Context: an optimization exercise on an open-source flow, tuned for small area and few clock cycles per item. The choices shown serve that exercise and are no tape-out recipe. Function was checked by simulation only, so behaviour that the tests miss may differ from the original. Power is estimated from default activity; no workload was simulated.

`flow/design.v`:
```
`timescale 1ns / 1ps
module rrs_ram #(
  parameter int WIDTH = 24,
  parameter int DEPTH = 8
) (
  input  logic             clk,
  input  logic             shift,
  input  logic [WIDTH-1:0] wdata,
  output logic [WIDTH-1:0] oldest
);
  logic [WIDTH-1:0] mem [DEPTH];
  always_ff @(posedge clk) begin
    if (shift) begin
      mem[0] <= wdata;
      for (int i = 1; i < DEPTH; i++) begin
        mem[i] <= mem[i-1];
      end
    end
  end
  assign oldest = mem[DEPTH-1];
endmodule
`timescale 1ns / 1ps
module rocket_recovery_sequencer (
  input  logic           clk,
  input  logic           rst,
  input  logic           s_axis_tvalid,
  output logic           s_axis_tready,
  input  logic [111:0]   s_axis_tdata,
  output logic           m_axis_tvalid,
  input  logic           m_axis_tready,
  output logic [31:0]    m_axis_tdata,
  input  logic           cfg_valid,
  output logic           cfg_ready,
  input  logic [2:0]     cfg_index,
  input  logic [19:0]    cfg_data
);
  localparam logic [2:0] ST_READY     = 3'd1;
  localparam logic [2:0] ST_ASCENDING = 3'd2;
  localparam logic [2:0] ST_DROGUE    = 3'd3;
  localparam logic [2:0] ST_MAIN      = 3'd4;
  localparam logic [2:0] ST_LANDED    = 3'd5;
  localparam logic [1:0] CH_READY    = 2'd0;
  localparam logic [1:0] CH_IGNITING = 2'd1;
  localparam logic [1:0] CH_DONE     = 2'd2;
  function automatic logic geq34(input logic [33:0] a, input logic [33:0] b, input logic cin);
    logic c;
    c = cin;
    for (int i = 0; i < 34; i++) begin
      c = (a[i] & ~b[i]) | ((a[i] | ~b[i]) & c);
    end
    geq34 = c;
  endfunction
  function automatic logic [33:0] add34(input logic [33:0] a, input logic [33:0] b,
                                        input logic cin);
    logic [33:0] p, g, gg, pp, c;
    p  = a ^ b;
    g  = a & b;
    gg = g;
    pp = p;
    gg[0] = g[0] | (p[0] & cin);
    for (int l = 0; l < 6; l++) begin
      for (int i = 0; i < 34; i++) begin
        if (((i + 1) % (2 << l)) == 0) begin
          gg[i] = gg[i] | (pp[i] & gg[i - (1 << l)]);
          pp[i] = pp[i] & pp[i - (1 << l)];
        end
      end
    end
    for (int l = 4; l >= 0; l--) begin
      for (int i = 0; i < 34; i++) begin
        if (i >= (3 << l) - 1 && ((i + 1) % (2 << l)) == (1 << l)) begin
          gg[i] = gg[i] | (pp[i] & gg[i - (1 << l)]);
          pp[i] = pp[i] & pp[i - (1 << l)];
        end
      end
    end
    c = {gg[32:0], cin};
    add34 = p ^ c;
  endfunction
  function automatic logic nonneg3(input logic [25:0] a, input logic [25:0] b,
                                   input logic [25:0] c, input logic [1:0] k);
    logic [25:0] s, cy, x, y;
    s  = a ^ b ^ c;
    cy = (a & b) | (a & c) | (b & c);
    x  = s;
    y  = {cy[24:0], k[1]};
    nonneg3 = !(x[25] ^ y[25] ^ geq34({9'h1ff, x[24:0]}, ~{9'd0, y[24:0]}, k[0]) );
  endfunction
  logic [14:0] lift_m1, td_m1;
  logic        lift_z, td_z;
  logic [19:0] drogue_min_ms, drogue_max_ms, main_min_ms, main_max_ms;
  logic [15:0] apogee_drop, main_height;
  logic [14:0] cfg_m1;
  logic        cfg_z;
  logic [20:0] cfg_wd, cd0, cd1;
  logic [7:0]  cfg_we;
  assign cfg_ready = 1'b1;
  assign cfg_m1 = 15'(add34({19'd0, cfg_data[14:0]}, {34{1'b1}}, 1'b0));
  assign cfg_z  = (cfg_data[14:0] == 15'd0);
  assign cfg_wd = {cfg_z, cfg_data};
  assign cd0    = cfg_wd & {21{~rst}};
  assign cd1    = cfg_wd | {21{rst}};
  function automatic logic [20:0] rv(input logic [20:0] r);
    rv = (r & cd1) | (~r & cd0);
  endfunction
  function automatic logic [15:0] rvm(input logic [15:0] r);
    logic [15:0] d;
    d = {cfg_z, cfg_m1};
    rvm = (r & (d | {16{rst}})) | (~r & (d & {16{~rst}}));
  endfunction
  always_comb begin
    for (int k = 0; k < 8; k++) cfg_we[k] = rst | (cfg_valid & (cfg_index == 3'(k)));
  end
  always_ff @(posedge clk) begin
    if (cfg_we[0]) {lift_z, lift_m1} <= rvm({1'b0, 15'd24575});
    if (cfg_we[1]) {td_z, td_m1}     <= rvm({1'b0, 15'd16383});
    if (cfg_we[2]) drogue_min_ms     <= 20'(rv(21'd8000));
    if (cfg_we[3]) drogue_max_ms     <= 20'(rv(21'd20000));
    if (cfg_we[4]) apogee_drop       <= 16'(rv(21'd160));
    if (cfg_we[5]) main_min_ms       <= 20'(rv(21'd20000));
    if (cfg_we[6]) main_max_ms       <= 20'(rv(21'd120000));
    if (cfg_we[7]) main_height       <= 16'(rv(21'd3200));
  end
  logic v2, accept, xfer;
  assign m_axis_tvalid = v2;
  assign s_axis_tready = !v2 || m_axis_tready;
  assign accept        = s_axis_tvalid && s_axis_tready;
  assign xfer          = v2 && m_axis_tready;
  logic [23:0] alt;
  logic [31:0] t;
  logic [2:0]  st;
  assign alt = s_axis_tdata[71:48];
  assign t   = s_axis_tdata[103:72];
  assign st  = s_axis_tdata[106:104];
  logic lhit, thit;
  always_comb begin
    lhit = lift_z;
    thit = td_z;
    for (int i = 0; i < 3; i++) begin
      logic s;
      logic [14:0] m;
      s = s_axis_tdata[16*i + 15];
      m = s_axis_tdata[16*i +: 15] ^ {15{s}};
      lhit = lhit | geq34({19'd0, m}, {19'd0, lift_m1}, s);
      thit = thit | geq34({19'd0, m}, {19'd0, td_m1}, s);
    end
  end
  logic [23:0] oldest, old;
  logic [3:0]  count;
  logic [26:0] sum, sum_next;
  rrs_ram #(.WIDTH(24), .DEPTH(8)) u_window (
    .clk    (clk),
    .shift  (accept),
    .wdata  (alt),
    .oldest (oldest)
  );
  always_comb begin
    logic [26:0] a, b, c, s3, cy;
    old = count[3] ? oldest : 24'd0;
    a   = sum;
    b   = {{3{alt[23]}}, alt};
    c   = ~{{3{old[23]}}, old};
    s3  = a ^ b ^ c;
    cy  = (a & b) | (a & c) | (b & c);
    sum_next = 27'(add34({7'd0, s3}, {7'd0, cy[25:0], 1'b1}, 1'b0));
  end
  logic [31:0] liftoff_time, since;
  logic        lo1, hi1;
  assign since = 32'(add34({2'd0, t}, {2'd0, ~liftoff_time}, 1'b1));
  always_comb begin
    logic upper0;
    upper0 = (since[31:20] == 12'd0);
    if (st == ST_ASCENDING) begin
      lo1 = upper0 & !geq34({14'd0, since[19:0]}, {14'd0, drogue_min_ms}, 1'b1);
      hi1 = !upper0 | geq34({14'd0, since[19:0]}, {14'd0, drogue_max_ms}, 1'b1);
    end else begin
      lo1 = upper0 & !geq34({14'd0, since[19:0]}, {14'd0, main_min_ms}, 1'b1);
      hi1 = !upper0 | geq34({14'd0, since[19:0]}, {14'd0, main_max_ms}, 1'b0);
    end
  end
  logic [31:0] drogue_time, main_time;
  logic        held1;
  always_comb begin
    logic [31:0] ft, held_t;
    ft     = (st == ST_ASCENDING) ? drogue_time : main_time;
    held_t = 32'(add34({2'd0, t}, {2'd0, ~ft}, 1'b1));
    held1  = (held_t[31:10] != 22'd0) | (held_t[9:3] == 7'b1111101) |
             (held_t[9:5] == 5'b11111 && held_t[4]);
  end
  logic [2:0] st2;
  logic       hit2, lo2, hi2, held2;
  logic [23:0] avg, peak, launch_alt;
  logic [1:0]  drogue_state, main_state;
  logic        peak_up, drop_ok, height_ok;
  logic        drogue_due, main_due;
  logic [2:0]  st_next;
  logic [1:0]  drogue_next, main_next;
  assign avg = sum[26:3];
  always_comb begin
    peak_up   = !geq34({10'd0, ~peak[23], peak[22:0]}, {10'd0, ~avg[23], avg[22:0]}, 1'b1);
    drop_ok   = (apogee_drop == 16'd0) |
                nonneg3({{2{peak[23]}}, peak}, ~{{2{avg[23]}}, avg}, ~{10'd0, apogee_drop}, 2'b11);
    height_ok = nonneg3({{2{launch_alt[23]}}, launch_alt}, {10'd0, main_height},
                        ~{{2{avg[23]}}, avg}, 2'b01);
    drogue_due = !lo2 & (hi2 | drop_ok);
    main_due   = !lo2 & (hi2 | height_ok);
    st_next     = st2;
    drogue_next = drogue_state;
    main_next   = main_state;
    case (st2)
      ST_READY: if (hit2) st_next = ST_ASCENDING;
      ST_ASCENDING: begin
        if (drogue_due) begin
          case (drogue_state)
            CH_READY:    drogue_next = CH_IGNITING;
            CH_IGNITING: begin
              if (held2) begin
                drogue_next = CH_DONE;
                st_next     = ST_DROGUE;
              end
            end
            default: st_next = ST_DROGUE;
          endcase
        end
      end
      ST_DROGUE: begin
        if (main_due) begin
          case (main_state)
            CH_READY:    main_next = CH_IGNITING;
            CH_IGNITING: begin
              if (held2) begin
                main_next = CH_DONE;
                st_next   = ST_MAIN;
              end
            end
            default: st_next = ST_MAIN;
          endcase
        end
      end
      ST_MAIN: if (hit2) st_next = ST_LANDED;
      default: ;
    endcase
  end
  assign m_axis_tdata = {2'b00, avg, main_next == CH_IGNITING, drogue_next == CH_IGNITING,
                         st_next != st2, st_next};
  logic [1:0] drogue_eff, main_eff;
  assign drogue_eff = v2 ? drogue_next : drogue_state;
  assign main_eff   = v2 ? main_next : main_state;
  logic [23:0] avg_d;
  logic [26:0] sum_d;
  logic [31:0] t_d;
  assign avg_d = avg & {24{~rst}};
  assign sum_d = sum_next & {27{~rst}};
  assign t_d   = t & {32{~rst}};
  always_ff @(posedge clk) begin
    if (rst || accept) sum <= sum_d;
    if (rst || (accept && st == ST_READY && lhit)) liftoff_time <= t_d;
    if (rst || (xfer && peak_up)) peak <= avg_d;
    if (rst || (xfer && st2 == ST_READY && hit2)) launch_alt <= avg_d;
  end
  always_ff @(posedge clk) begin
    if (rst) begin
      count        <= '0;
      v2           <= 1'b0;
      drogue_state <= CH_READY;
      main_state   <= CH_READY;
    end else begin
      if (accept) begin
        v2 <= 1'b1;
        if (!count[3]) count <= count + 4'd1;
      end else if (m_axis_tready) begin
        v2 <= 1'b0;
      end
      if (xfer) begin
        drogue_state <= drogue_next;
        main_state   <= main_next;
      end
    end
  end
  always_ff @(posedge clk) begin
    if (accept) begin
      st2   <= st;
      hit2  <= (st == ST_READY) ? lhit : thit;
      lo2   <= lo1;
      hi2   <= hi1;
      held2 <= held1;
    end
    if (accept && st == ST_ASCENDING && drogue_eff == CH_READY) drogue_time <= t;
    if (accept && st == ST_DROGUE && main_eff == CH_READY) main_time <= t;
  end
endmodule
```
`flow/run.sh`:
```
#!/bin/bash
# synth_recipe.tcl (not shown) runs the flow's synth.tcl, then flattens the netlist and writes it again
# the make line also repeats each setting of config.mk as NAME=value (left out here)
make -C /OpenROAD-flow-scripts/flow DESIGN_CONFIG=/design/flow/config.mk WORK_HOME=/design/flow/orfs CLKGATE_MAP_FILE= SYNTH_SCRIPT=/design/flow/synth_recipe.tcl finish
```
`flow/config.mk`:
```
export PLATFORM = sky130hd
export DESIGN_NAME = rocket_recovery_sequencer
export DESIGN_NICKNAME = rocket_recovery_sequencer
export VERILOG_FILES = /design/flow/design.v
export SDC_FILE = /design/flow/constraint.sdc
export NUM_CORES = 4
export LEC_CHECK = 0
export ABC_AREA = 1
export CAP_MARGIN = 20
export CORE_MARGIN = 2
export CORE_UTILIZATION = 40
export SLEW_MARGIN = 20
```
`flow/constraint.sdc`:
```
create_clock -name core_clock -period 8.0 [get_ports {clk}]
set_input_delay 1.6000 -clock core_clock [delete_from_list [all_inputs] [get_ports {clk}]]
set_output_delay 1.6000 -clock core_clock [all_outputs]
set_load 0.01 [all_outputs]
```
==> metrics.md, run 1 <==
| Metric | Value |
|---|---|
| Initial antenna violation count | `5` |
| Synth warn | `3` |
| Syn Std Cell Area | `27,600 µm²` |
| Vias | `17,332` |
| Fmax achieved | `0.143 GHz` |
| Worst hold slack | `0.413 ns` |
| Slew Viols, Final | `0` |
| Async SR Flop Fraction | `0%` |
| Post-synth top area share | `55.9%` |
| Min Tclk post-route | `7.00 ns` |
| Hold Buf Count CTS | `0` |
| Final Hold Fails | `0` |
| CP delay by family, top | `compound AO/OA/AOI/OAI gates` |
| Layout area overhead | `16.5%` |
| Pwr dens | `271 nW/µm²` |
| Setup TNS | `0 ns` |
| Die area | `71,100 µm²` |
| Final worst slack | `0.996 ns` |
| Number of synthesized flops with an enable pin | `514` |
| Worst-path maximum fanout | `3` |
| Filler instances | `6,147` |
| Area of the multi-input gates | `9730 µm²` |
| Fraction of layout cells with a size suffix above 1 | `6.44%` |
| Rows | `96` |
| Slew headroom | `27.9%` |
| Tcrit/Tclk final | `87.6%` |
| Hpwl dp | `44.0 mm` |
| GR Util All Layers | `16.9%` |
| DRT iter0 DRCs | `1,117` |
| CTS Sinks | `523` |
| Largest net degree at the start of global routing | `169` |
| Gate Count Post-Synth | `2,471` |
| Placed cell areas | `30,200 µm²` |
| Most numerous cell in the Yosys netlist | `inv_1` |
| Setup Fix Bufs, Post-CTS | `0` |
| Worst vdd ir | `0.000168 V` |
| Worst setup EP type | `flip-flop` |
| Die height | `267 µm` |
| Global-route wire length before repair | `94.3 mm` |
| Final setup viols | `0` |
| Clk_skew | `0.0182 ns` |
| Largest cells by area after synthesis | `edfxtp_1, fa_1, inv_1` |
| Antenna viol nets, final | `0` |
| Final Wtd Congestion | `0.861` |
| Kind of critical path | `input pin to flip-flop` |
| Final instance area | `32,200 µm²` |
| PortBufs | `166` |
| DRC | `0` |
| TritonCTS buffer count | `54` |
| CP startpoint kind | `input pin` |
| Drt total wl | `59.8 mm` |
| Met2 WL | `29.1 mm` |
| RSZ-0062 raised after global routing | `false` |
| Worst-Skew Late Latency | `0.61 ns` |
| Worst path arrival time | `7.33 ns` |
| Req. time, crit path | `8.33 ns` |
| Routed len/inst | `16.7 µm` |
| Avg Vias per Cell | `4.83` |
| # resized after CTS | `0` |
| Post-synth top area cell | `edfxtp_1` |
| Worst slack at placement | `0.375 ns` |
| Sequential-to-total area share from yosys stat | `56.6%` |
| CP Buf/Inv Count | `4` |
| Clk root buf | `clkbuf_16` |
| Flop2flop setup slack | `2.28 ns` |
| Vias in the first global route | `17,932` |
| Met3 WL post-DR | `3.02 mm` |
| Metal-1 WL | `25.9 mm` |
| Grt ovf | `0` |
| Top_reg_cell synth | `edfxtp_1` |
| Final #Nets | `3,050` |
| Static Leak | `0.0138 µW` |
| Clock tree from TritonCTS | `done` |
| # IOs | `175` |
| Slowest-stage cell, CP | `clkdlybuf4s50_1` |
| Most frequent cells after synthesis | `inv_1, edfxtp_1, nand2_1` |
| Initial Util | `40.3%` |
| Post-synth cell types | `60` |
| CP max stage delay | `0.51 ns` |
| Synth Register Bits | `523` |
| Hold Crit Class | `flip-flop to flip-flop` |
| DR pass1 iterations | `8` |
| Top Metal Used | `met5` |
| H-tree Lvls | `2` |
| Die W | `267 µm` |
| FF/Latch Area | `15,600 µm²` |
| Slew @ Worst Pin | `1.08 ns` |
| Status | `no timing/DRC/antenna violations` |
| Syn avg cell area | `11.2 µm²` |
| Max-cap viol count | `0` |
| CTS max path bufs | `3` |
| CORE AREA | `68,500 µm²` |
| Clk pin slew, worst setup/hold paths | `0.07 ns` |
metrics by stage:
step,util [%],std cells,power (µW)
6_report,47.0,3585,8730
5_1_grt,47.0,3584,9330
4_1_cts,47.0,3583,8840
3_5_place_dp,44.2,3483,6100
3_3_place_gp,44.2,3483,5980
2_1_floorplan,-,2472,5370
cell usage in the layout (no fill, tap or decap), types with 5 or more instances in the layout:
cell type / synthesis / layout
nor2_1: 178 / 177
o221ai_1: 14 / 14
o21ai_2: 2 / 6
xor2_1: 35 / 35
edfxtp_1: 514 / 514
o21bai_1: 5 / 5
clkdlybuf4s50_1: 0 / 165
nand3_1: 48 / 48
o21ai_0: 81 / 72
o211ai_1: 12 / 12
o21ai_1: 14 / 18
fa_1: 100 / 100
xnor2_1: 38 / 38
dfxtp_1: 9 / 9
buf_4: 28 / 23
a31oi_1: 17 / 17
a21oi_1: 66 / 66
inv_1: 518 / 517
clkbuf_16: 0 / 55
or2_2: 29 / 29
a21o_1: 14 / 14
ha_1: 153 / 153
maj3_2: 15 / 15
clkinv_1: 1 / 11
nand2_1: 424 / 422
clkinv_2: 0 / 13
bufinv_16: 0 / 12
nor4_1: 8 / 8
maj3_1: 12 / 12
mux2i_1: 20 / 20
nor3_1: 7 / 6
nand4_1: 9 / 9
o22ai_1: 28 / 28
cell families (layout without fill, tap and decap cells):
logic type               Yosys count  after routing  synth area share (%)
buffers and inverters            579            808                  8.35
AO/OA/AOI/OAI                    283            283                  6.27
AND/OR/NAND/NOR                  709            709                  10.4
flip-flops                       523            523                  56.6
adder cells (fa/ha/maj)          280            280                  15.2
multiplexers                      20             20                 0.725
XOR/XNOR                          75             75                  2.43
other                              2              5                0.0272
worst reg2reg max path, delay by kind of cell, from the launching register on:
kind	cells	cell delay (ns)
xor gates and xnor gates	2	0.34
adders and majority gates	3	0.79
and+or+nand+nor	11	1.44
buffers and inverters	2	0.23
AOI/OAI and AO/OA	13	2.26
DFF	1	0.38
area by class of cell:
| cell class | count | area share, % |
|---|---|---|
| flip-flops and latches | 523 | 48.6 |
| clock inverters | 41 | 1.60 |
| inverters | 519 | 6.08 |
| diodes | 2 | 0.0156 |
| repair buffers | 189 | 5.74 |
| well taps | 882 | 3.43 |
| clock buffers | 59 | 4.33 |
| multi-input cells | 1370 | 30.3 |
flip-flops by register name, summed over array words and instances (netlist names), 24 cells and up:
register / cells
peak: 24
liftoff_time: 32
drogue_time: 32
main_time: 32
u_window.mem: 192
sum: 27
launch_alt: 24
report_power, final:
part           switching [µW]  internal, µW
clock network            1080          1640
registers                 187          3360
logic                    1440          1010
total                    2710          6020
per-layer routing:
| metal | vias up | global-route usage [%] |
|---|---|---|
| met1 | 8382 | 21.5 |
| met4 | 6 | 5.62 |
| li1 | 8471 | - |
| met5 | - | 0 |
| met3 | 112 | 3.11 |
| met2 | 361 | 29.1 |
final timing paths:
path | from | endpoint | cells past startpoint
worst max register to register | liftoff_time[0] | hi2 | 31
worst min register to register | u_window.mem[5][9] | u_window.mem[6][9] | 0
worst min-delay path | u_window.mem[5][9] | u_window.mem[6][9] | 0
worst max-delay path | s_axis_tdata[72] | hi2 | 33
Testbench counts, summed over its fixed seeds: cycles 16,016, items 16,000.
==> inputs of run 2 (changes only) <==
--- a/flow/design.v
+++ b/flow/design.v
@@ -88,2 +88,40 @@
   endfunction
+  function automatic logic [26:0] add27(input logic [26:0] a, input logic [26:0] b,
+                                        input logic cin);
+    logic [26:0] r, s;
+    logic        c, blk_c, all1;
+    blk_c = cin;
+    for (int k = 0; k < 3; k++) begin
+      c = (k == 0) ? cin : 1'b0;
+      for (int i = 9*k; i < 9*k + 9; i++) begin
+        r[i] = a[i] ^ b[i] ^ c;
+        c    = (a[i] & b[i]) | (a[i] & c) | (b[i] & c);
+      end
+      if (k == 0) begin
+        s[8:0] = r[8:0];
+        blk_c  = c;
+      end else begin
+        all1 = 1'b1;
+        for (int i = 9*k; i < 9*k + 9; i++) begin
+          s[i] = r[i] ^ (blk_c & all1);
+          all1 = all1 & r[i];
+        end
+        blk_c = c | (blk_c & all1);
+      end
+    end
+    add27 = s;
+  endfunction
+  function automatic logic eq_plus(input logic [21:0] x, input logic [21:0] y, input int n,
+                                   input logic inc);
+    logic ok, m;
+    ok = 1'b1;
+    m  = inc;
+    for (int i = 0; i < 22; i++) begin
+      if (i < n) begin
+        ok = ok & ((x[i] ^ y[i]) == m);
+        m  = m & y[i];
+      end
+    end
+    eq_plus = ok;
+  endfunction
   logic [14:0] lift_m1, td_m1;
@@ -164,3 +202,3 @@
     cy  = (a & b) | (a & c) | (b & c);
-    sum_next = 27'(add34({7'd0, s3}, {7'd0, cy[25:0], 1'b1}, 1'b0));
+    sum_next = add27(s3, {cy[25:0], 1'b1}, 1'b0);
   end
@@ -168,6 +206,8 @@
   logic        lo1, hi1;
-  assign since = 32'(add34({2'd0, t}, {2'd0, ~liftoff_time}, 1'b1));
+  logic [20:0] since_lo;
+  assign since_lo = 21'(add34({14'd0, t[19:0]}, {14'd0, ~liftoff_time[19:0]}, 1'b1));
+  assign since    = {12'd0, since_lo[19:0]};
   always_comb begin
     logic upper0;
-    upper0 = (since[31:20] == 12'd0);
+    upper0 = eq_plus({10'd0, t[31:20]}, {10'd0, liftoff_time[31:20]}, 12, !since_lo[20]);
     if (st == ST_ASCENDING) begin
@@ -183,7 +223,10 @@
   always_comb begin
-    logic [31:0] ft, held_t;
+    logic [31:0] ft;
+    logic [10:0] lo;
+    logic        under1k;
     ft     = (st == ST_ASCENDING) ? drogue_time : main_time;
-    held_t = 32'(add34({2'd0, t}, {2'd0, ~ft}, 1'b1));
-    held1  = (held_t[31:10] != 22'd0) | (held_t[9:3] == 7'b1111101) |
-             (held_t[9:5] == 5'b11111 && held_t[4]);
+    lo      = 11'(add34({24'd0, t[9:0]}, {24'd0, ~ft[9:0]}, 1'b1));
+    under1k = eq_plus(t[31:10], ft[31:10], 22, !lo[10]) &
+              !(lo[9:5] == 5'b11111 && (lo[4] | lo[3]));
+    held1   = !under1k;
   end
--- a/flow/config.mk
+++ b/flow/config.mk
@@ -11,2 +11,3 @@
 export CORE_UTILIZATION = 40
+export CTS_BUF_LIST = sky130_fd_sc_hd__clkbuf_4
 export SLEW_MARGIN = 20
==> run 2 against run 1 <==
  * Still clean
  * Flip-flop and latch count is the same
  * Fmax shrank 0.32%
  * Utilization about the same
  * Clock skew increased by 0.071 ns
  * Global-route usage down 0.42 points
  * Routed wire length fell by 6.1%
  * Hold slack got worse by 0.029 ns
  * Critical endpoint is now m_axis_tdata[3]
  * Largest power group unchanged
==> metrics.md, run 2 <==
| Metric | Value |
|---|---|
| Hold Buf Count CTS | `0` |
| Synth warn | `3` |
| Placed cell areas | `29,600 µm²` |
| Slowest-stage cell, CP | `fa_1` |
| Post-synth cell types | `62` |
| Worst slack at placement | `0.315 ns` |
| Number of synthesized flops with an enable pin | `514` |
| Gate Count Post-Synth | `2,411` |
| Compound-Gate Fraction of Synth Area | `5.40%` |
| Most numerous cell in the Yosys netlist | `edfxtp_1` |
| Total Power | `8190 µW` |
| Biggest register | `u_window.mem` |
| Grt ovf | `0` |
| Most common cell after layout, fill and taps aside | `edfxtp_1` |
| Slew Viols, Final | `0` |
| Final Hold Fails | `0` |
| Async SR Flop Fraction | `0%` |
| Die area | `69,500 µm²` |
| Min Tclk post-route | `7.03 ns` |
| CP max stage delay | `0.57 ns` |
| DRT iter0 DRCs | `1,009` |
| XOR/XNOR Fraction of Synth Area | `3.70%` |
| Post-synth top area cell | `edfxtp_1` |
| CTS Sinks | `523` |
| Status | `no timing/DRC/antenna violations` |
| Most frequent cells after synthesis | `edfxtp_1, inv_1, nand2_1` |
| Drt total wl | `56.1 mm` |
| Largest cells by area after synthesis | `edfxtp_1, fa_1, inv_1` |
| Syn Std Cell Area | `27,000 µm²` |
| Fmax achieved | `0.142 GHz` |
| Avg Vias per Cell | `4.68` |
| Req. time, crit path | `6.40 ns` |
| Clock tree from TritonCTS | `done` |
| Post-synth top area share | `57.2%` |
| CORE AREA | `66,900 µm²` |
| RSZ-0062 raised after global routing | `false` |
| Max-cap viol count | `0` |
| CP startpoint kind | `flip-flop` |
| # IOs | `175` |
| Most frequent cells in the layout | `edfxtp_1, inv_1, nand2_1` |
| Final Wtd Congestion | `0.857` |
| Pwr dens | `261 nW/µm²` |
| Tcrit/Tclk final | `87.8%` |
| Initial Util | `40.3%` |
| Layout area overhead | `16.5%` |
| Antenna viol nets, final | `0` |
| Combinational family with the most area after synthesis | `adder cells` |
| Static Leak | `0.0133 µW` |
| Vias | `17,201` |
| Rows | `95` |
| Vias in the first global route | `17,952` |
| Initial antenna violation count | `2` |
| Final worst slack | `0.973 ns` |
| FF/Latch Area | `15,600 µm²` |
| Worst path arrival time | `5.43 ns` |
| Top_reg_cell synth | `edfxtp_1` |
| Internal | `5540 µW` |
| Fraction of layout cells with a size suffix above 1 | `11.0%` |
| Synth Area in Adders | `12.8%` |
| Multiplexer share of the synthesized area | `0.594%` |
| H-tree Lvls | `4` |
| Die W | `264 µm` |
| GR Util All Layers | `16.5%` |
| Final #Nets | `3,024` |
| Clk root buf | `clkbuf_4` |
| Routed len/inst | `15.3 µm` |
| Synth Register Bits | `523` |
| Setup TNS | `0 ns` |
| Logic gate share of total power | `27.3%` |
| Crit-path most repeated cell | `nand2_1` |
| TritonCTS buffer count | `146` |
| DRC | `0` |
| Hpwl dp | `39.5 mm` |
| Syn avg cell area | `11.2 µm²` |
| Worst-Skew Late Latency | `0.97 ns` |
| Filler instances | `6,162` |
| Worst setup EP type | `output port` |
| Largest net degree at the start of global routing | `173` |
| Die height | `264 µm` |
| Clock share of power | `28.8%` |
| CTS max path bufs | `3` |
| Sw Share | `32.4%` |
| Worst vdd ir | `0.0000972 V` |
| Final setup viols | `0` |
| PortBufs | `166` |
| Slew headroom | `30.9%` |
| Sequential-to-total area share from yosys stat | `57.9%` |
| Largest register FFs | `192` |
| Worst hold slack | `0.384 ns` |
| Final instance area | `31,400 µm²` |
| Clk_skew | `0.0887 ns` |
| # resized after CTS | `0` |
| Part of the power in registers | `43.9%` |
| Kind of critical path | `flip-flop to output port` |
| Clk pin slew, worst setup/hold paths | `0.06 ns` |
| DR pass1 iterations | `5` |
| Synth Area in Simple Gates | `11.8%` |
| Global-route wire length before repair | `90.6 mm` |
| Worst-path maximum fanout | `4` |
| Slew @ Worst Pin | `1.04 ns` |
| Area of the multi-input gates | `9320 µm²` |
| Setup Fix Bufs, Post-CTS | `0` |
| Hold Crit Class | `flip-flop to flip-flop` |
| Switching pwr | `2650 µW` |
[run 2: cell count changes in the layout (fill, tap and decap cells not counted), sizes merged, moves of 12 or more]
cell and change:
a31oi -12, bufinv -12, clkbuf +151, clkinv +14, ha -50, inv -48
nand2 +18, nand3 +20, xor2 +30
[run 2: worst paths after layout]
check | slack, ns | to | depth (start not counted) | start
max | 0.97 | m_axis_tdata[3] | 39 | sum[3]
min | 0.38 | u_window.mem[4][12] | 0 | u_window.mem[3][12]
max reg2reg | 1.71 | sum[26] | 38 | count[3]
min reg2reg | 0.38 | u_window.mem[4][12] | 0 | u_window.mem[3][12]
[run 2: through the flow]
step,cells,utilization [%]
6_report,3672,47.0
5_1_grt,3672,47.0
4_1_cts,3670,46.9
3_5_place_dp,3413,44.2
3_3_place_gp,3412,44.2
2_1_floorplan,2412,-
[run 2: worst max-delay path, delay by kind of cell (launching register included)]
kind / cells / cell delay [ns]
adders and majority gates: 1 / 0.57
AOI/OAI and AO/OA: 5 / 0.59
and+or+nand+nor: 31 / 2.18
buffers and inverters: 2 / 0.67
DFF: 1 / 0.47
[run 2: metal layers]
metal | GRT usage [%] | part of all wire, %
met5 | 0 | 0
met4 | 6.39 | 2.5
met3 | 4.33 | 5.0
met2 | 27.7 | 49
met1 | 20.3 | 43
[run 2: power by group through the flow]
stage / combinational (µW) / clock, µW / sequential (µW)
floorplan: 1700 / 0 / 3570
global placement: 2180 / 0 / 3650
detailed placement: 2260 / 0 / 3660
CTS: 2280 / 2460 / 3610
global route: 2620 / 2610 / 3640
finish: 2240 / 2360 / 3590
[run 2: cells by family (layout without fill, tap and decap cells)]
family	after synthesis	in the layout
flops	523	523
fa+ha+maj	227	227
compound gates	249	249
xor+xnor	114	114
buf+inv	525	910
mux	16	16
simple gates	755	755
other cells	2	5
[run 2: area by class of cell]
type                            instances  share of cell area [%]
Multi-Input combinational cell       1364                    29.7
Clock inverter                         47                   0.741
Inverter                              468                    5.62
Clock buffer                          210                    5.02
Timing Repair Buffer                  185                    5.78
Antenna cell                            2                  0.0159
Sequential cell                       523                    49.7
Tap cell                              873                    3.48
Testbench counts of run 2, summed over its fixed seeds: cycles 16,016, items 16,000.
==> inputs of run 3 (changes only) <==
--- a/flow/design.v
+++ b/flow/design.v
@@ -172,6 +172,8 @@
   assign st  = s_axis_tdata[106:104];
-  logic lhit, thit;
+  logic        hit1, lim_z;
+  logic [14:0] lim_m1;
   always_comb begin
-    lhit = lift_z;
-    thit = td_z;
+    lim_z  = (st == ST_READY) ? lift_z : td_z;
+    lim_m1 = (st == ST_READY) ? lift_m1 : td_m1;
+    hit1   = lim_z;
     for (int i = 0; i < 3; i++) begin
@@ -181,4 +183,3 @@
       m = s_axis_tdata[16*i +: 15] ^ {15{s}};
-      lhit = lhit | geq34({19'd0, m}, {19'd0, lift_m1}, s);
-      thit = thit | geq34({19'd0, m}, {19'd0, td_m1}, s);
+      hit1 = hit1 | geq34({19'd0, m}, {19'd0, lim_m1}, s);
     end
@@ -210,11 +211,10 @@
   always_comb begin
-    logic upper0;
+    logic upper0, asc;
+    logic [19:0] thr_lo, thr_hi;
     upper0 = eq_plus({10'd0, t[31:20]}, {10'd0, liftoff_time[31:20]}, 12, !since_lo[20]);
-    if (st == ST_ASCENDING) begin
-      lo1 = upper0 & !geq34({14'd0, since[19:0]}, {14'd0, drogue_min_ms}, 1'b1);
-      hi1 = !upper0 | geq34({14'd0, since[19:0]}, {14'd0, drogue_max_ms}, 1'b1);
-    end else begin
-      lo1 = upper0 & !geq34({14'd0, since[19:0]}, {14'd0, main_min_ms}, 1'b1);
-      hi1 = !upper0 | geq34({14'd0, since[19:0]}, {14'd0, main_max_ms}, 1'b0);
-    end
+    asc  = (st == ST_ASCENDING);
+    thr_lo = asc ? drogue_min_ms : main_min_ms;
+    thr_hi = asc ? drogue_max_ms : main_max_ms;
+    lo1 = upper0 & !geq34({14'd0, since[19:0]}, {14'd0, thr_lo}, 1'b1);
+    hi1 = !upper0 | geq34({14'd0, since[19:0]}, {14'd0, thr_hi}, asc);
   end
@@ -236,3 +236,5 @@
   logic [1:0]  drogue_state, main_state;
-  logic        peak_up, drop_ok, height_ok;
+  logic        peak_up, cond_ok, asc2;
+  logic [23:0] base;
+  logic [25:0] bound;
   logic        drogue_due, main_due;
@@ -243,8 +245,9 @@
     peak_up   = !geq34({10'd0, ~peak[23], peak[22:0]}, {10'd0, ~avg[23], avg[22:0]}, 1'b1);
-    drop_ok   = (apogee_drop == 16'd0) |
-                nonneg3({{2{peak[23]}}, peak}, ~{{2{avg[23]}}, avg}, ~{10'd0, apogee_drop}, 2'b11);
-    height_ok = nonneg3({{2{launch_alt[23]}}, launch_alt}, {10'd0, main_height},
-                        ~{{2{avg[23]}}, avg}, 2'b01);
-    drogue_due = !lo2 & (hi2 | drop_ok);
-    main_due   = !lo2 & (hi2 | height_ok);
+    asc2  = (st2 == ST_ASCENDING);
+    base  = asc2 ? peak : launch_alt;
+    bound = asc2 ? ~{10'd0, apogee_drop} : {10'd0, main_height};
+    cond_ok = (asc2 & (apogee_drop == 16'd0)) |
+              nonneg3({{2{base[23]}}, base}, bound, ~{{2{avg[23]}}, avg}, {asc2, 1'b1});
+    drogue_due = !lo2 & (hi2 | cond_ok);
+    main_due   = drogue_due;
     st_next     = st2;
@@ -299,3 +302,3 @@
     if (rst || accept) sum <= sum_d;
-    if (rst || (accept && st == ST_READY && lhit)) liftoff_time <= t_d;
+    if (rst || (accept && st == ST_READY && hit1)) liftoff_time <= t_d;
     if (rst || (xfer && peak_up)) peak <= avg_d;
@@ -325,3 +328,3 @@
       st2   <= st;
-      hit2  <= (st == ST_READY) ? lhit : thit;
+      hit2  <= hit1;
       lo2   <= lo1;
--- a/flow/config.mk
+++ b/flow/config.mk
@@ -11,3 +11,2 @@
 export CORE_UTILIZATION = 40
-export CTS_BUF_LIST = sky130_fd_sc_hd__clkbuf_4
 export SLEW_MARGIN = 20
==> run 3 against run 2 <==
  * Still clean on timing, DRC and antenna
  * Largest cell class unchanged
  * Cell count is 12% lower
  * Clock skew is 0.045 ns lower
  * Area after synthesis is 5.2% lower
==> metrics.md, run 3 <==
| Metric | Value |
|---|---|
| Pwr dens | `269 nW/µm²` |
| CORE AREA | `63,100 µm²` |
| Final worst slack | `0.741 ns` |
| CP max stage delay | `0.53 ns` |
| Clk pin slew, worst setup/hold paths | `0.06 ns` |
| TritonCTS buffer count | `57` |
| Fmax achieved | `0.138 GHz` |
| Fraction of layout cells with a size suffix above 1 | `9.11%` |
| Non-Filler Instances | `3,239` |
| Worst vdd ir | `0.000167 V` |
| CP delay by family, top | `adder cells` |
| Setup Fix Bufs, Post-CTS | `0` |
| Grt ovf | `0` |
| Max-cap viol count | `0` |
| Hold Crit Class | `flip-flop to flip-flop` |
| Synth warn | `3` |
| Kind of critical path | `input pin to flip-flop` |
| Min Tclk post-route | `7.26 ns` |
| Largest net degree at the start of global routing | `178` |
| Largest cells by area after synthesis | `edfxtp_1, fa_1, nand2_1` |
| Dpl cells | `3,136` |
| Async SR Flop Fraction | `0%` |
| Clk root buf | `clkbuf_16` |
| Worst slack at placement | `0.0836 ns` |
| Avg Vias per Cell | `4.76` |
| Total Power | `8090 µW` |
| Sequential-to-total area share from yosys stat | `61.1%` |
| Top_reg_cell synth | `edfxtp_1` |
| DRT iter0 DRCs | `932` |
| Vias | `15,416` |
| Post-synth top area share | `60.4%` |
| Most common cell after layout, fill and taps aside | `edfxtp_1` |
| Layout area overhead | `17.5%` |
| Most numerous cell in the Yosys netlist | `edfxtp_1` |
| Sw Share | `28.8%` |
| Clock tree from TritonCTS | `done` |
| RSZ-0062 raised after global routing | `false` |
| Synth Register Bits | `523` |
| GR Util All Layers | `16.0%` |
| Initial antenna violation count | `2` |
| Status | `no timing/DRC/antenna violations` |
| Final Hold Fails | `0` |
| Worst setup EP type | `flip-flop` |
| Final setup viols | `0` |
| Worst-Skew Late Latency | `0.63 ns` |
| CP startpoint kind | `input pin` |
| Clock share of power | `33.1%` |
| Syn Std Cell Area | `25,600 µm²` |
| Post-synth cell types | `56` |
| DRC | `0` |
| Most frequent cells after synthesis | `edfxtp_1, nand2_1, inv_1` |
| Die height | `257 µm` |
| Syn avg cell area | `11.8 µm²` |
| Static Leak | `0.0123 µW` |
| Gate Count Post-Synth | `2,173` |
| Biggest register | `u_window.mem` |
| Worst-path maximum fanout | `4` |
| Worst hold slack | `0.417 ns` |
| Setup TNS | `0 ns` |
| Clk_skew | `0.0439 ns` |
| Vias in the first global route | `15,825` |
| Final #Nets | `2,609` |
| Crit-path most repeated cell | `inv_1` |
| CP Buf/Inv Count | `13` |
| Slowest-stage cell, CP | `fa_1` |
| Rows | `92` |
| Die W | `257 µm` |
| CTS Sinks | `523` |
| Switching pwr | `2330 µW` |
| N_diodes | `0` |
| Largest register FFs | `192` |
| Initial Util | `40.5%` |
| Post-synth top area cell | `edfxtp_1` |
| Number of synthesized flops with an enable pin | `514` |
| Antenna viol nets, final | `0` |
| Slew headroom | `31.5%` |
| Logic gate share of total power | `23.3%` |
| # IOs | `175` |
| Routed len/inst | `16.1 µm` |
| H-tree Lvls | `2` |
| Drt total wl | `52.2 mm` |
| Slew Viols, Final | `0` |
| Part of the power in registers | `43.6%` |
| Slew @ Worst Pin | `1.03 ns` |
| Die area | `66,000 µm²` |
| Hpwl dp | `36.0 mm` |
| Tcrit/Tclk final | `90.7%` |
| Most frequent cells in the layout | `edfxtp_1, nand2_1, inv_1` |
| Global-route wire length before repair | `83.9 mm` |
| PortBufs | `166` |
| Internal | `5760 µW` |
| CTS max path bufs | `3` |
| DR pass1 iterations | `5` |
| Req. time, crit path | `8.36 ns` |
| Final Wtd Congestion | `0.819` |
| Worst path arrival time | `7.62 ns` |
[run 3: kinds of logic (layout without fill, tap and decap cells)]
family                     Yosys count  count (layout)  synth area share, %
other                                2               3               0.0294
muxes                               64              64                 2.51
DFF                                523             523                 61.1
and+or+nand+nor                    723             723                 12.7
adders and majority gates          126             126                 8.40
buffers and inverters              397             616                 6.30
xor gates and xnor gates           120             120                 4.11
AOI/OAI and AO/OA                  218             218                 4.91
[run 3: power by group through the flow]
stage	clock [µW]	combinational, µW	sequential (µW)
after floorplan	0	1430	3520
after global placement	0	1850	3580
after detailed placement	0	1900	3590
after CTS	2750	1920	3540
after global routing	2860	2210	3560
final	2680	1890	3530
[run 3: metal layers]
layer,share of wire [%],wire length (µm),up-vias,GRT usage (%)
li1,-,-,7609,-
met1,47,24700,7429,22.4
met2,46,24000,313,25.7
met3,4.9,2550,63,3.13
met4,1.8,930,2,3.86
met5,0.036,19,-,0
[run 3: area by class of cell]
type | count | area (µm²)
fillers | 5686 | 33000
flip-flops and latches | 523 | 15600
multi-input cells | 1254 | 8390
repair buffers | 187 | 1830
clock buffers | 68 | 1490
inverters | 326 | 1230
well taps | 846 | 1060
clock inverters | 35 | 422
[run 3: timing repair]
| item | CTS | global route |
|---|---|---|
| hold buffers | 0 | 0 |
| setup endpoints to repair | 0 | 1 |
| gates resized for setup | 0 | 1 |
[run 3: path summary, 6_finish.rpt]
check	startpoint	endpoint	slack, ns	cells after the start
worst max register to register	u_window.mem[7][0]	sum[26]	1.89	40
worst min-delay path	u_window.mem[0][16]	u_window.mem[1][16]	0.42	0
worst max-delay path	s_axis_tdata[48]	sum[26]	0.74	40
worst min register to register	u_window.mem[0][16]	u_window.mem[1][16]	0.42	0
[run 3: per-stage QoR]
stage	cell area (µm²)	util, %
floorplan	25600	-
global placement	28100	44.6
detailed placement	28100	44.6
CTS	30000	47.6
global route	30000	47.6
finish	30000	47.6
Testbench counts of run 3, summed over its fixed seeds: cycles 16,016, items 16,000.
==> inputs of run 4 (changes only) <==
==> flow/flow/run.sh (new file) <==
#!/bin/bash
set -euo pipefail
export BUFFER_PORTS_ARGS="-buffer_cell sky130_fd_sc_hd__buf_1"
bash standard.sh > standard_flow.log 2>&1
==> flow/standard.sh (new file) <==
#!/bin/bash
# synth_recipe.tcl (not shown) runs the flow's synth.tcl, then flattens the netlist and writes it again
# the make line also repeats each setting of config.mk as NAME=value (left out here)
make -C /OpenROAD-flow-scripts/flow DESIGN_CONFIG=/design/flow/config.mk WORK_HOME=/design/flow/orfs CLKGATE_MAP_FILE= SYNTH_SCRIPT=/design/flow/synth_recipe.tcl "${@:-finish}"
removed: flow/run.sh
==> run 4 against run 3 <==
  * First-iteration DRC count increased by 15%
  * Fmax is 4.4% higher
  * Clock-buffer cell count fell by 6
  * Sequential power is essentially flat
  * Area after synthesis stayed put
  * Clock power up 3%
  * Routed wire length down 0.35%
  * Flip-flop and latch count unchanged
  * Hold slack got worse by 0.016 ns
  * Synthesized cell count stayed put
  * Worst setup slack gained 0.30 ns
  * Total power fell by 0.38%
  * Critical path type is now flip-flop to output port
  * Critical endpoint is now m_axis_tdata[4]
  * Largest power group unchanged
  * Highest routed layer is now met4
==> metrics.md, run 4 <==
| Metric | Value |
|---|---|
| Status | `no timing/DRC/antenna violations` |
| Clock tree from TritonCTS | `done` |
| Slowest-stage cell, CP | `edfxtp_1` |
| Setup TNS | `0 ns` |
| CTS max path bufs | `3` |
| Most frequent cells after synthesis | `edfxtp_1, nand2_1, inv_1` |
| Die area | `66,000 µm²` |
| Die W | `257 µm` |
| Util after Layout | `46.1%` |
| Kind of critical path | `flip-flop to output port` |
| Static Leak | `0.0119 µW` |
| Post-synth top area share | `60.4%` |
| Biggest register | `u_window.mem` |
| Tcrit/Tclk final | `86.9%` |
| Die height | `257 µm` |
| Initial Util | `40.5%` |
| Req. time, crit path | `6.40 ns` |
| Worst-Skew Late Latency | `0.62 ns` |
| CORE AREA | `63,100 µm²` |
| Hpwl dp | `35.9 mm` |
| PortBufs | `166` |
| Filler instances | `5,808` |
| Final #Nets | `2,611` |
| Hold Crit Class | `flip-flop to flip-flop` |
| Pwr dens | `277 nW/µm²` |
| Worst vdd ir | `0.000173 V` |
| Met3 Usage GRT | `3.02%` |
| Layout area overhead | `13.7%` |
| TritonCTS buffer count | `56` |
| RSZ-0062 raised after global routing | `false` |
| Rows | `92` |
| # resized after CTS | `0` |
| Worst-path maximum fanout | `22` |
| Worst slack at placement | `0.469 ns` |
| Min Tclk post-route | `6.96 ns` |
| Met1 usage | `22.2%` |
| Top_reg_cell synth | `edfxtp_1` |
| DRC | `0` |
| Post-synth cell types | `56` |
| Drt total wl | `52.1 mm` |
| Grt ovf | `0` |
| DR pass1 iterations | `5` |
| Gate Count Post-Synth | `2,173` |
| Clk root buf | `clkbuf_16` |
| N_diodes | `0` |
| Final setup viols | `0` |
| Slew headroom | `35.0%` |
| Setup Fix Bufs, Post-CTS | `0` |
| Final Hold Fails | `0` |
| Async SR Flop Fraction | `0%` |
| CTS Sinks | `523` |
| DRT iter0 DRCs | `1,074` |
| Initial antenna violation count | `0` |
| Routed len/inst | `16.0 µm` |
| Max-cap viol count | `0` |
| Syn avg cell area | `11.8 µm²` |
| Hold Buf Count CTS | `0` |
| Synth Register Bits | `523` |
| Slew Viols, Final | `0` |
| Largest cells by area after synthesis | `edfxtp_1, fa_1, nand2_1` |
| Final Wtd Congestion | `0.801` |
| Global-route wire length before repair | `83.1 mm` |
| Vias | `15,476` |
| Final instance area | `29,100 µm²` |
| CP startpoint kind | `flip-flop` |
| Fmax achieved | `0.144 GHz` |
| Grt met2 use | `25.5%` |
| Crit-path most repeated cell | `nand2_1` |
| Final worst slack | `1.04 ns` |
| Number of synthesized flops with an enable pin | `514` |
| Worst setup EP type | `output port` |
| Most common cell after layout, fill and taps aside | `edfxtp_1` |
| Vias in the first global route | `15,662` |
| Fraction of layout cells with a size suffix above 1 | `9.51%` |
| Clk_skew | `0.0287 ns` |
| GR peak layer | `met2` |
| Syn Std Cell Area | `25,600 µm²` |
| H-tree Lvls | `2` |
| Placed cell areas | `27,100 µm²` |
| GR Util All Layers | `15.9%` |
| Antenna viol nets, final | `0` |
| Avg Vias per Cell | `4.77` |
| Post-synth top area cell | `edfxtp_1` |
| Total Power | `8060 µW` |
| Clk pin slew, worst setup/hold paths | `0.06 ns` |
| Slew @ Worst Pin | `0.975 ns` |
| Largest net degree at the start of global routing | `75` |
| Worst path arrival time | `5.36 ns` |
| Most frequent cells in the layout | `edfxtp_1, nand2_1, inv_1` |
| CP max stage delay | `0.41 ns` |
| Largest register FFs | `192` |
| Sequential-to-total area share from yosys stat | `61.1%` |
| # IOs | `175` |
| Most numerous cell in the Yosys netlist | `edfxtp_1` |
| Synth warn | `3` |
[run 4: path summary, 6_finish.rpt]
path	slack, ns	endpoint	from	depth (start not counted)
max	1.04	m_axis_tdata[4]	st2[0]	40
min	0.40	u_window.mem[5][1]	u_window.mem[4][1]	0
max reg2reg	1.71	sum[26]	count[3]	38
min reg2reg	0.40	u_window.mem[5][1]	u_window.mem[4][1]	0
[run 4: cells by family (layout without fill, tap and decap cells)]
| logic type | after synthesis | count (layout) | synth area share (%) |
|---|---|---|---|
| adder cells (fa/ha/maj) | 126 | 126 | 8.40 |
| flip-flops | 523 | 523 | 61.1 |
| AO/OA/AOI/OAI | 218 | 218 | 4.91 |
| XOR/XNOR | 120 | 120 | 4.11 |
| buffers and inverters | 397 | 621 | 6.30 |
| AND/OR/NAND/NOR | 723 | 723 | 12.7 |
| multiplexers | 64 | 64 | 2.51 |
| other | 2 | 3 | 0.0294 |
[run 4: final cells by class]
cell class | count | area (µm²) | area share [%]
clock inverters | 43 | 546 | 1.88
flip-flops and latches | 523 | 15600 | 53.7
well taps | 846 | 1060 | 3.64
repair buffers | 190 | 807 | 2.78
clock buffers | 62 | 1420 | 4.90
inverters | 326 | 1230 | 4.22
multi-input cells | 1254 | 8390 | 28.9
[run 4: routing by layer]
layer / part of all wire (%) / routed length, µm
met5: 0 / 0
met4: 1.8 / 941
met3: 5.6 / 2910
met2: 46 / 24100
met1: 46 / 24100
[run 4: worst max-delay path, delay by kind of cell, from the launching register on]
family	cells	cell delay [ns]
AO/OA/AOI/OAI	3	0.62
adder cells (fa/ha/maj)	1	0.41
AND/OR/NAND/NOR	30	2.12
flip-flops	1	0.41
buffers and inverters	6	1.15
[run 4: metrics by stage]
stage                     cells  hold slack (ns)
after floorplan            2174            0.400
after global placement     3139            0.402
after detailed placement   3139            0.405
after CTS                  3244            0.413
after global routing       3244            0.414
final                      3244            0.401
[run 4: where the power goes]
part	switching, µW	internal, µW	total [µW]
registers	171	3360	3530
clock network	1110	1650	2750
logic	1080	697	1780
==> inputs of run 5 (changes only) <==
==> flow/flow/run.sh (replaced) <==
#!/bin/bash
set -euo pipefail
export BUFFER_PORTS_ARGS="-buffer_cell sky130_fd_sc_hd__buf_1"
export RECOVER_POWER=100
bash standard.sh > standard_flow.log 2>&1
--- a/flow/config.mk
+++ b/flow/config.mk
@@ -11,2 +11,3 @@
 export CORE_UTILIZATION = 40
+export CTS_BUF_LIST = sky130_fd_sc_hd__clkbuf_4
 export SLEW_MARGIN = 20
==> run 5 against run 4 <==
  * Now fails the layout checks on capacitance limit, slew limit
  * Cell count rose by 4.4%
  * Clock power is 13% lower
  * Critical endpoint unchanged
  * Register-to-register slack lost 0.10 ns
  * Clock skew rose by 0.025 ns
  * Area after synthesis unchanged
  * Combinational power hardly changed
  * Die area is the same
==> metrics.md, run 5 <==
| Metric | Value |
|---|---|
| Worst-path maximum fanout | `26` |
| Slew @ Worst Pin | `3.93 ns` |
| Switching pwr | `2360 µW` |
| Largest net degree at the start of global routing | `75` |
| CP max stage delay | `0.50 ns` |
| RR Startpoint | `count[3]` |
| Vias | `15,990` |
| Worst setup EP type | `output port` |
| Avg Vias per Cell | `4.72` |
| CP endpoint | `m_axis_tdata[4]` |
| Part of the power in registers | `45.9%` |
| Grt ovf | `0` |
| Gate Count Post-Synth | `2,173` |
| CTS max path bufs | `3` |
| Hpwl dp | `35.9 mm` |
| Worst vdd ir | `0.000131 V` |
| R2R depth | `38` |
| Slew headroom | `-162%` |
| Clk pin slew, worst setup/hold paths | `0.07 ns` |
| GR Util All Layers | `16.3%` |
| Drt total wl | `52.7 mm` |
| Rows | `92` |
| Largest register FFs | `192` |
| Worst-Skew Late Latency | `0.97 ns` |
| RSZ-0062 raised after global routing | `false` |
| Synth Register Bits | `523` |
| Final setup viols | `0` |
| Sw Share | `30.7%` |
| Most frequent cells after synthesis | `edfxtp_1, nand2_1, inv_1` |
| CORE AREA | `63,100 µm²` |
| Logic gate share of total power | `23.0%` |
| CTS Sinks | `523` |
| Kind of critical path | `flip-flop to output port` |
| Final Hold Fails | `0` |
| CP startpoint kind | `flip-flop` |
| Worst Setup SP | `st2[0]` |
| DRC | `0` |
| Setup TNS | `0 ns` |
| Status | `failed layout checks` |
| # IOs | `175` |
| Hold Buf Count CTS | `0` |
| Top_reg_cell synth | `edfxtp_1` |
| Initial antenna violation count | `2` |
| Syn Std Cell Area | `25,600 µm²` |
| Global-route wire length before repair | `84.1 mm` |
| Static Leak | `0.0119 µW` |
| Dpl cells | `3,139` |
| Clock share of power | `31.1%` |
| Routed len/inst | `15.5 µm` |
| Fail Reasons | `capacitance limit, slew limit` |
| H-tree Lvls | `4` |
| Sequential-to-total area share from yosys stat | `61.1%` |
| DR pass1 iterations | `5` |
| Antenna viol nets, final | `0` |
| Crit-path most repeated cell | `nand2_1` |
| Fraction of layout cells with a size suffix above 1 | `13.1%` |
| Number of synthesized flops with an enable pin | `514` |
| Hold Crit Class | `flip-flop to flip-flop` |
| Slowest-stage cell, CP | `fa_1` |
| Hold depth | `0` |
| TritonCTS buffer count | `141` |
| Fmax achieved | `0.140 GHz` |
| Post-synth cell types | `56` |
| Most frequent cells in the layout | `edfxtp_1, nand2_1, inv_1` |
| Die height | `257 µm` |
| Most common cell after layout, fill and taps aside | `edfxtp_1` |
| Slew Viols, Final | `525` |
| Async SR Flop Fraction | `0%` |
| Clk root buf | `clkbuf_4` |
| Vias in the first global route | `16,371` |
| Max-cap viol count | `13` |
| Syn avg cell area | `11.8 µm²` |
| Clock tree from TritonCTS | `done` |
| Die area | `66,000 µm²` |
| Die W | `257 µm` |
| Worst path arrival time | `5.55 ns` |
| Non-Filler Instances | `3,388` |
| Most numerous cell in the Yosys netlist | `edfxtp_1` |
| Synth warn | `3` |
| Layout area overhead | `12.8%` |
| Pwr dens | `267 nW/µm²` |
| Post-synth top area cell | `edfxtp_1` |
| FF-to-FF End | `sum[26]` |
| Final Wtd Congestion | `0.801` |
| Initial Util | `40.5%` |
| Worst hold start | `u_window.mem[4][1]` |
| Largest cells by area after synthesis | `edfxtp_1, fa_1, nand2_1` |
| Tcrit/Tclk final | `89.4%` |
| Req. time, crit path | `6.40 ns` |
| Flop2flop setup slack | `1.61 ns` |
| PortBufs | `166` |
| Min Tclk post-route | `7.15 ns` |
| Biggest register | `u_window.mem` |
| Final #Nets | `2,696` |
| Clk_skew | `0.0536 ns` |
| Post-synth top area share | `60.4%` |
| Internal | `5340 µW` |
| DRT iter0 DRCs | `948` |
## run 5: worst max-delay path: cells and delay by family, from the launching register on
kind	cells	cell delay, ns
simple gates	29	1.89
compound gates	4	1.04
buf+inv	3	0.71
fa+ha+maj	1	0.50
flops	1	0.41
## run 5: cell type report
type	count	area [µm²]
Fill cell	5977	34200
Sequential cell	523	15600
Multi-Input combinational cell	1254	8370
Clock buffer	205	1540
Inverter	326	1220
Tap cell	846	1060
Timing Repair Buffer	190	733
Clock inverter	40	290
Antenna cell	4	10.0
## run 5: worst min path at each step
stage	end	slack (ns)
final	u_window.mem[5][1]	0.40
after global routing	u_window.mem[1][11]	0.40
after detailed placement	u_window.mem[7][17]	0.40
after CTS	u_window.mem[2][5]	0.40
after floorplan	u_window.mem[1][0]	0.40
after global placement	u_window.mem[2][9]	0.40
## run 5: logic make-up (layout without fill, tap and decap cells)
kind of cell | count (synthesis) | count (layout) | synth area share (%)
AND/OR/NAND/NOR | 723 | 723 | 12.7
flip-flops | 523 | 523 | 61.1
buffers and inverters | 397 | 761 | 6.30
AO/OA/AOI/OAI | 218 | 218 | 4.91
adder cells (fa/ha/maj) | 126 | 126 | 8.40
XOR/XNOR | 120 | 120 | 4.11
multiplexers | 64 | 64 | 2.51
other | 2 | 7 | 0.0294
## run 5: power by group through the flow
stage / registers [µW] / logic [µW] / clock network [µW]
floorplan: 3520 / 1430 / 0
global placement: 3580 / 1730 / 0
detailed placement: 3590 / 1790 / 0
CTS: 3540 / 1810 / 2490
global route: 3570 / 2080 / 2640
finish: 3540 / 1770 / 2390
## run 5: repair_timing
action,CTS,global route
gates resized for setup,0,1
buffers inserted,0,0
endpoints found under the setup margin,0,1
## run 5: metrics by stage
stage          cell area (µm²)  hold WS [ns]  utilization (%)  power, µW  setup WS (ns)
2_1_floorplan            25600         0.400                -       4960           1.16
3_3_place_gp             27100         0.402             43.0       5310          0.524
3_5_place_dp             27100         0.405             43.0       5390          0.469
4_1_cts                  28900         0.395             45.9       7840          0.509
5_1_grt                  28800         0.400             45.7       8300          0.154
6_report                 28800         0.397             45.7       7710          0.845
## run 5: layer usage
layer  up-vias  wire, µm  share of wire, %  track usage (%)
met5         -         0                 0                0
li1       7870         -                 -                -
met2       392     24300                46             25.4
met4         0      1190               2.3             5.96
met3        91      3000               5.7             4.59
met1      7637     24200                46             21.9

[afterwards: timing with drivers on the ports]
How much do the figures lean on ideal ports? The routed layouts below were timed once more, with nothing changed but the port constraints. Step 1 sets driving cells, clkbuf_16 on the clock port and buf_2 on the other inputs (assumed; they add their load-dependent delay and slew). Step 2 also shifts input and output timing later by t, the mid clock arrival at the registers, as if the neighbouring blocks saw the same clock. a / b / c = ideal ports / drivers / drivers and shift; a / b = the first two.
run | t (ns) | setup WS [ns] | worst slew at a driven data input, ns
run 1 | 0.656 | 0.996 / 1.032 / 0.376 | 0.13
run 2 | 0.984 | 0.973 / 0.915 / 0.383 | 0.08
run 3 | 0.661 | 0.741 / 0.701 / 0.108 | 0.08
run 4 | 0.659 | 1.044 / 0.993 / 0.451 | 0.07
run 5 | 1.002 | 0.845 / 0.794 / 0.365 | 0.08
The setup slack of run 3, which loses most, moves by -0.040 ns with the drivers and by -0.633 ns with both steps.
